This is an optimization exercise on Yosys and OpenROAD, whose aim is small area, not a production implementation.
The RTL was checked by simulation tests, not by an equivalence proof against the original design.
Power figures rest on the tool's default switching activity, not on a simulated workload.

## cpu_6502_instruction_execute
module cpu_6502_instruction_execute
(
  input  logic        clk,
  input  logic        rst_n,
  input  logic        cfg_we,
  input  logic [15:0] cfg_wdata,
  input  logic        in_valid,
  output logic             in_stall,
  input  logic        in_req_type,
  input  logic [7:0]  in_read_data,
  output logic             out_valid,
  input  logic        out_stall,
  output logic [15:0]      out_bus_addr,
  output logic             out_bus_write,
  output logic [7:0]       out_bus_wdata,
  output logic             out_opcode_fetch,
  output logic             out_bad_opcode
);
Size: ~980 cells after synthesis, roughly 99 flip-flops, roughly 59 I/O pins, about 7600 um2 of cells after synthesis.
==> flow/config.mk <==
export PLATFORM = sky130hd
export DESIGN_NAME = cpu_6502_instruction_execute
export DESIGN_NICKNAME = cpu_6502_instruction_execute
export VERILOG_FILES = /design/flow/design.v
export SDC_FILE = /design/flow/constraint.sdc
export NUM_CORES = 4
export LEC_CHECK = 0
export ABC_AREA = 1
export CAP_MARGIN = 20
export CORE_MARGIN = 2
export CORE_UTILIZATION = 65
export GPL_TIMING_DRIVEN = 0
export PLACE_DENSITY = 0.75
export SLEW_MARGIN = 20
==> flow/constraint.sdc <==
create_clock -name core_clock -period 8.0 [get_ports {clk}]
set_input_delay 1.6000 -clock core_clock [delete_from_list [all_inputs] [get_ports {clk}]]
set_output_delay 1.6000 -clock core_clock [all_outputs]
set_load 0.01 [all_outputs]
standard.sh (not shown) runs the stock make flow with config.mk's settings and CLKGATE_MAP_FILE= SYNTH_SCRIPT=/design/flow/synth_recipe.tcl, a recipe that flattens the netlist after the stock synthesis.
==> flow/flow/run.sh <==
#!/bin/bash
# Own layout flow: the standard ORFS flow (standard.sh) with three changes to how the
# layout is made:
#  - synthesis maps the logic with a stronger ABC area script (flow/abc_area.script); the
#    registers are mapped before ABC runs, so they are the standard synthesis's registers;
#  - each port gets the smallest buffer (buf_1) instead of the default port buffer cell;
#  - the clock tree uses small clock buffers and no dummy loads.
# The output of every step goes to its own log under orfs/logs/, and make's output to
# flow_make.log in this folder.
set -euo pipefail
W=$PWD
rm -rf "$W/scripts_mod"
cp -r "$FLOW_HOME/scripts" "$W/scripts_mod"
cp "$W/flow/abc_area.script" "$W/scripts_mod/abc_area.script"
bash standard.sh SCRIPTS_DIR="$W/scripts_mod" REMOVE_ABC_BUFFERS=1 \
  BUFFER_PORTS_ARGS="-buffer_cell sky130_fd_sc_hd__buf_1" \
  CTS_ARGS="-sink_clustering_enable -repair_clock_nets -dont_use_dummy_load -sink_clustering_size 10 -sink_clustering_max_diameter 40 -buf_list {sky130_fd_sc_hd__clkbuf_8}" \
  finish > "$W/flow_make.log" 2>&1
==> flow/flow/abc_area.script <==
strash
&get -n
&deepsyn -T 60
&dch -f
&nf -R 1000
&put
Rerun with:
--- a/flow/design.v
+++ b/flow/design.v
@@ -96,15 +96,15 @@
     ph_wr     = (ph_r == c6502_pkg::PH_WDONE) | (ph_r == c6502_pkg::PH_PUSH2) |
                 (ph_r == c6502_pkg::PH_WDJ) | (ph_r == c6502_pkg::PH_WDS);
     if (ph_pcaddr)
       out_bus_addr = pc_r;
     else if (ph_stk)
       out_bus_addr = {8'h01, s_r};
     else if (ph_r == c6502_pkg::PH_PTRHI)
-      out_bus_addr = {(op_r[0] ? 8'h00 : pc_r[15:8]), ad_r[7:0]};
+      out_bus_addr = {(op_r[0] ? 8'h00 : ad_r[15:8]), ad_r[7:0]};
     else
       out_bus_addr = ad_r;
     if (ph_r == c6502_pkg::PH_PUSH2)      out_bus_wdata = pc_r[15:8];
     else if (ph_r == c6502_pkg::PH_WDJ)   out_bus_wdata = pc_r[7:0];
     else if (ph_r == c6502_pkg::PH_WDONE || ph_r == c6502_pkg::PH_WDS) out_bus_wdata = op_r;
     else                                  out_bus_wdata = 8'h00;
   end
@@ -228,16 +228,20 @@
           lsel = (idx == 2'd1) ? L_X : (idx == 2'd2) ? L_Y : L_ZERO;
           memstart = 1'b1;
         end
         c6502_pkg::PH_PTRLO: begin
           rsel = R_AL; ci = 1'b1;
         end
         c6502_pkg::PH_PTRHI: begin
-          rsel = R_AH;
-          lsel = (op_r[4] && op_r[0]) ? L_Y : L_ZERO;
+          if (op_r[0]) begin
+            rsel = R_AH;
+            lsel = op_r[4] ? L_Y : L_ZERO;
+          end else begin
+            lsel = L_PC;
+          end
           memstart = op_r[0];
         end
         c6502_pkg::PH_DATA: begin
           if (o_g10 && op_r[7:6] != 2'b10) begin
             rmw = 1'b1; f_nz = 1'b1;
             if (op_r[7]) begin
               rsel = R_D; lsel = op_r[5] ? L_ZERO : L_FF; ci = op_r[5];
@@ -288,15 +292,15 @@
             default: begin lsel = L_X; rinv = 1'b1; ci = 1'b1; f_cal = 1'b1; end
           endcase
         end
       end
     end
   end
   logic [7:0] aL, aR, ap, ag, alu;
-  logic [8:0] cy;
+  logic [9:0] asum;       
   logic       alu_co, alu_v;
   always_comb begin
     case (lsel)
       L_A:  aL = a_r;
       L_X:  aL = x_r;
       L_Y:  aL = y_r;
       L_S:  aL = s_r;
@@ -309,24 +313,23 @@
       R_AL: aR = ad_r[7:0];
       R_AH: aR = ad_r[15:8];
       default: aR = 8'h00;
     endcase
     aR = aR ^ {8{rinv}};
     ap = aL ^ aR;
     ag = aL & aR;
-    cy[0] = ci;
-    for (int i = 0; i < 8; i++) cy[i+1] = ag[i] | (ap[i] & cy[i]);
+    asum = {1'b0, aL, 1'b1} + {1'b0, aR, ci};
     case (lop)
       LOP_AND: alu = ag;
       LOP_OR:  alu = ap | ag;
       LOP_XOR: alu = ap;
-      default: alu = ap ^ cy[7:0];
+      default: alu = asum[8:1];
     endcase
-    alu_co = cy[8];
-    alu_v  = ~(aL[7] ^ aR[7]) & (aL[7] ^ alu[7]);
+    alu_co = asum[9];
+    alu_v  = ~(aL[7] ^ aR[7]) & (aL[7] ^ asum[8]);
   end
   logic [7:0] sh_in, sh_out;
   logic       sh_c;
   always_comb begin
     sh_in = (ph_r == c6502_pkg::PH_DATA) ? d : a_r;
     if (!aop[6]) begin
       sh_out = {sh_in[6:0], aop[5] & c_r};
@@ -336,18 +339,19 @@
       sh_c   = sh_in[0];
     end
   end
   logic [7:0] res;
   assign res = shsel ? sh_out : alu;
   logic [7:0] hinc, bhi;
   logic [15:0] pci;
-  logic [7:0] dinc, pcid;
-  assign dinc = d + 8'd1;
+  logic [8:0] hsum;       
+  assign hsum = {d, 1'b1} + {8'd0, alu_co};
+  assign hinc = hsum[8:1];
+  logic [7:0] pcid;
   assign pcid = pc_r[15:8] + {{7{d[7]}}, 1'b1};
-  assign hinc = alu_co ? dinc : d;
   assign bhi  = (alu_co ^ d[7]) ? pcid : pc_r[15:8];
   assign pci  = pc_r + 16'd1;
   logic [7:0]  a_nxt, x_nxt, y_nxt, s_nxt, op_nxt;
   logic [15:0] pc_nxt, ad_nxt;
   logic [3:0]  ph_nxt;
   logic        n_nxt, v_nxt, d_nxt, i_nxt, z_nxt, c_nxt;
   always_comb begin
@@ -409,24 +413,27 @@
           pc_nxt = pci;
           ad_nxt = {hinc, res};
           if (op_r[4:2] == 3'b000) begin
             pc_nxt = pc_r;
             ph_nxt = c6502_pkg::PH_PUSH2;
           end else if (o_g00 && op_r[7:6] == 2'b01) begin
             if (op_r[5]) begin
-              pc_nxt[15:8] = d;
               ph_nxt = c6502_pkg::PH_PTRLO;
             end else begin
               pc_nxt = {hinc, res};
               ph_nxt = c6502_pkg::PH_FETCH;
             end
           end else ph_nxt = c6502_pkg::PH_DATA;
         end
         c6502_pkg::PH_PTRLO: begin
-          ad_nxt = {d, res};
+          if (op_r[0]) ad_nxt = {d, res};
+          else begin
+            ad_nxt[7:0] = res;
+            pc_nxt[7:0] = d;
+          end
           ph_nxt = c6502_pkg::PH_PTRHI;
         end
         c6502_pkg::PH_PTRHI: begin
           if (!op_r[0]) begin
             pc_nxt = {hinc, res};
             ph_nxt = c6502_pkg::PH_FETCH;
           end else begin
After rerunning: Clock power hardly moves; routed wire length went up slightly; maximum frequency grows slightly; global-route usage goes up by 0.69 points; power increases slightly; die area goes down by a few percent; critical path depth rises by 5; clock skew came out higher by 0.0068 ns; count of clock-buffer cells in the layout does not change; worst hold slack got worse by 0.0042 ns.

* * *

cpu_6502_instruction_execute, a different RTL version from the one above (not shown whole).
Size in the first run: about 1000 cells after synthesis, ~99 flip-flops, ~59 I/O pins, ~7500 um^2 of cells after synthesis.
==> flow/design.v (excerpt) <==
module cpu_6502_instruction_execute
(
  input  logic        clk,
  input  logic        rst_n,
  input  logic        cfg_we,
  input  logic [15:0] cfg_wdata,
  input  logic        in_valid,
  output logic             in_stall,
  input  logic        in_req_type,
  input  logic [7:0]  in_read_data,
  output logic             out_valid,
  input  logic        out_stall,
  output logic [15:0]      out_bus_addr,
  output logic             out_bus_write,
  output logic [7:0]       out_bus_wdata,
  output logic             out_opcode_fetch,
  output logic             out_bad_opcode
);
==> flow/config.mk <==
export PLATFORM = sky130hd
export DESIGN_NAME = cpu_6502_instruction_execute
export DESIGN_NICKNAME = cpu_6502_instruction_execute
export VERILOG_FILES = /design/flow/design.v
export SDC_FILE = /design/flow/constraint.sdc
export NUM_CORES = 4
export LEC_CHECK = 0
export ABC_AREA = 1
export CAP_MARGIN = 20
export CORE_MARGIN = 2
export CORE_UTILIZATION = 65
export GPL_TIMING_DRIVEN = 0
export PLACE_DENSITY = 0.75
export SLEW_MARGIN = 20
==> flow/constraint.sdc <==
create_clock -name core_clock -period 8.0 [get_ports {clk}]
set_input_delay 1.6000 -clock core_clock [delete_from_list [all_inputs] [get_ports {clk}]]
set_output_delay 1.6000 -clock core_clock [all_outputs]
set_load 0.01 [all_outputs]
Scripts as last shown in full above: flow/flow/run.sh, flow/flow/abc_area.script
==> next run, changes <==
--- a/flow/design.v
+++ b/flow/design.v
@@ -288,53 +288,52 @@
           case (op_r[7:5])
             3'd1: begin lsel = L_A; lop = LOP_AND; f_bit = 1'b1; end
             3'd5: begin lsel = L_ZERO; wy = 1'b1; end
             3'd6: begin lsel = L_Y; rinv = 1'b1; ci = 1'b1; f_cal = 1'b1; end
             default: begin lsel = L_X; rinv = 1'b1; ci = 1'b1; f_cal = 1'b1; end
           endcase
         end
       end
     end
   end
   logic [7:0] aL, aR, ap, ag, alu;
-  logic [8:0] cy;
+  logic [9:0] asum;       
   logic       alu_co, alu_v;
   always_comb begin
     case (lsel)
       L_A:  aL = a_r;
       L_X:  aL = x_r;
       L_Y:  aL = y_r;
       L_S:  aL = s_r;
       L_PC: aL = pc_r[7:0];
       L_FF: aL = 8'hFF;
       default: aL = 8'h00;
     endcase
     case (rsel)
       R_D:  aR = d;
       R_AL: aR = ad_r[7:0];
       R_AH: aR = ad_r[15:8];
       default: aR = 8'h00;
     endcase
     aR = aR ^ {8{rinv}};
     ap = aL ^ aR;
     ag = aL & aR;
-    cy[0] = ci;
-    for (int i = 0; i < 8; i++) cy[i+1] = ag[i] | (ap[i] & cy[i]);
+    asum = {1'b0, aL, 1'b1} + {1'b0, aR, ci};
     case (lop)
       LOP_AND: alu = ag;
       LOP_OR:  alu = ap | ag;
       LOP_XOR: alu = ap;
-      default: alu = ap ^ cy[7:0];
+      default: alu = asum[8:1];
     endcase
-    alu_co = cy[8];
-    alu_v  = ~(aL[7] ^ aR[7]) & (aL[7] ^ alu[7]);
+    alu_co = asum[9];
+    alu_v  = ~(aL[7] ^ aR[7]) & (aL[7] ^ asum[8]);
   end
   logic [7:0] sh_in, sh_out;
   logic       sh_c;
   always_comb begin
     sh_in = (ph_r == c6502_pkg::PH_DATA) ? d : a_r;
     if (!aop[6]) begin
       sh_out = {sh_in[6:0], aop[5] & c_r};
       sh_c   = sh_in[7];
     end else begin
       sh_out = {aop[5] & c_r, sh_in[7:1]};
       sh_c   = sh_in[0];
Combinational power goes down by about 7%.
Area after synthesis rose by 0.88%.
Sequential share of layout area rose by 1.1 points.
Routed wire length drops by 1.8%.
Fmax goes up by 1.4%.
Register-to-register slack gains 30 ps.
Non-clock buffer count drops by 30.
Sequential power went up by about 1%.
Total power goes down by 1.0%.
First-iteration DRC count came out lower by 16%.

-- static timing again, ports no longer ideal --
In the flow no input, the clock included, has a driving cell. The finished layouts below were timed again as built, in two steps.
Step 1: set_driving_cell puts a clkbuf_16 on clk and a buf_2 on each other input, an assumption about the parent block.
Step 2 moves the port delays by t, midway between the first and last clock arrival at a register: inputs arrive t later, outputs are due t later. That takes back most of the time a late clock gives input paths.
Slacks: ideal ports / drivers / drivers and shift; pairs: ideal ports / drivers.
run | shift t [ns] | setup slack, ns | clock arrival spread, ns
the first run of note 1 | 0.418 | 0.290 / 0.282 / -0.136 | 0.027 / 0.027
the second run of note 1 | 0.419 | 0.338 / 0.338 / -0.014 | 0.034 / 0.034
the first run of note 2 | 0.420 | 0.181 / 0.168 / -0.252 | 0.025 / 0.025
the second run of note 2 | 0.404 | 0.291 / 0.298 / -0.100 | 0.043 / 0.043
Met with ideal ports but missed after step 2: setup timing in every run listed. The setup slack of the first run of note 2, which loses most, moves by -0.013 ns with the drivers and by -0.433 ns with both steps.
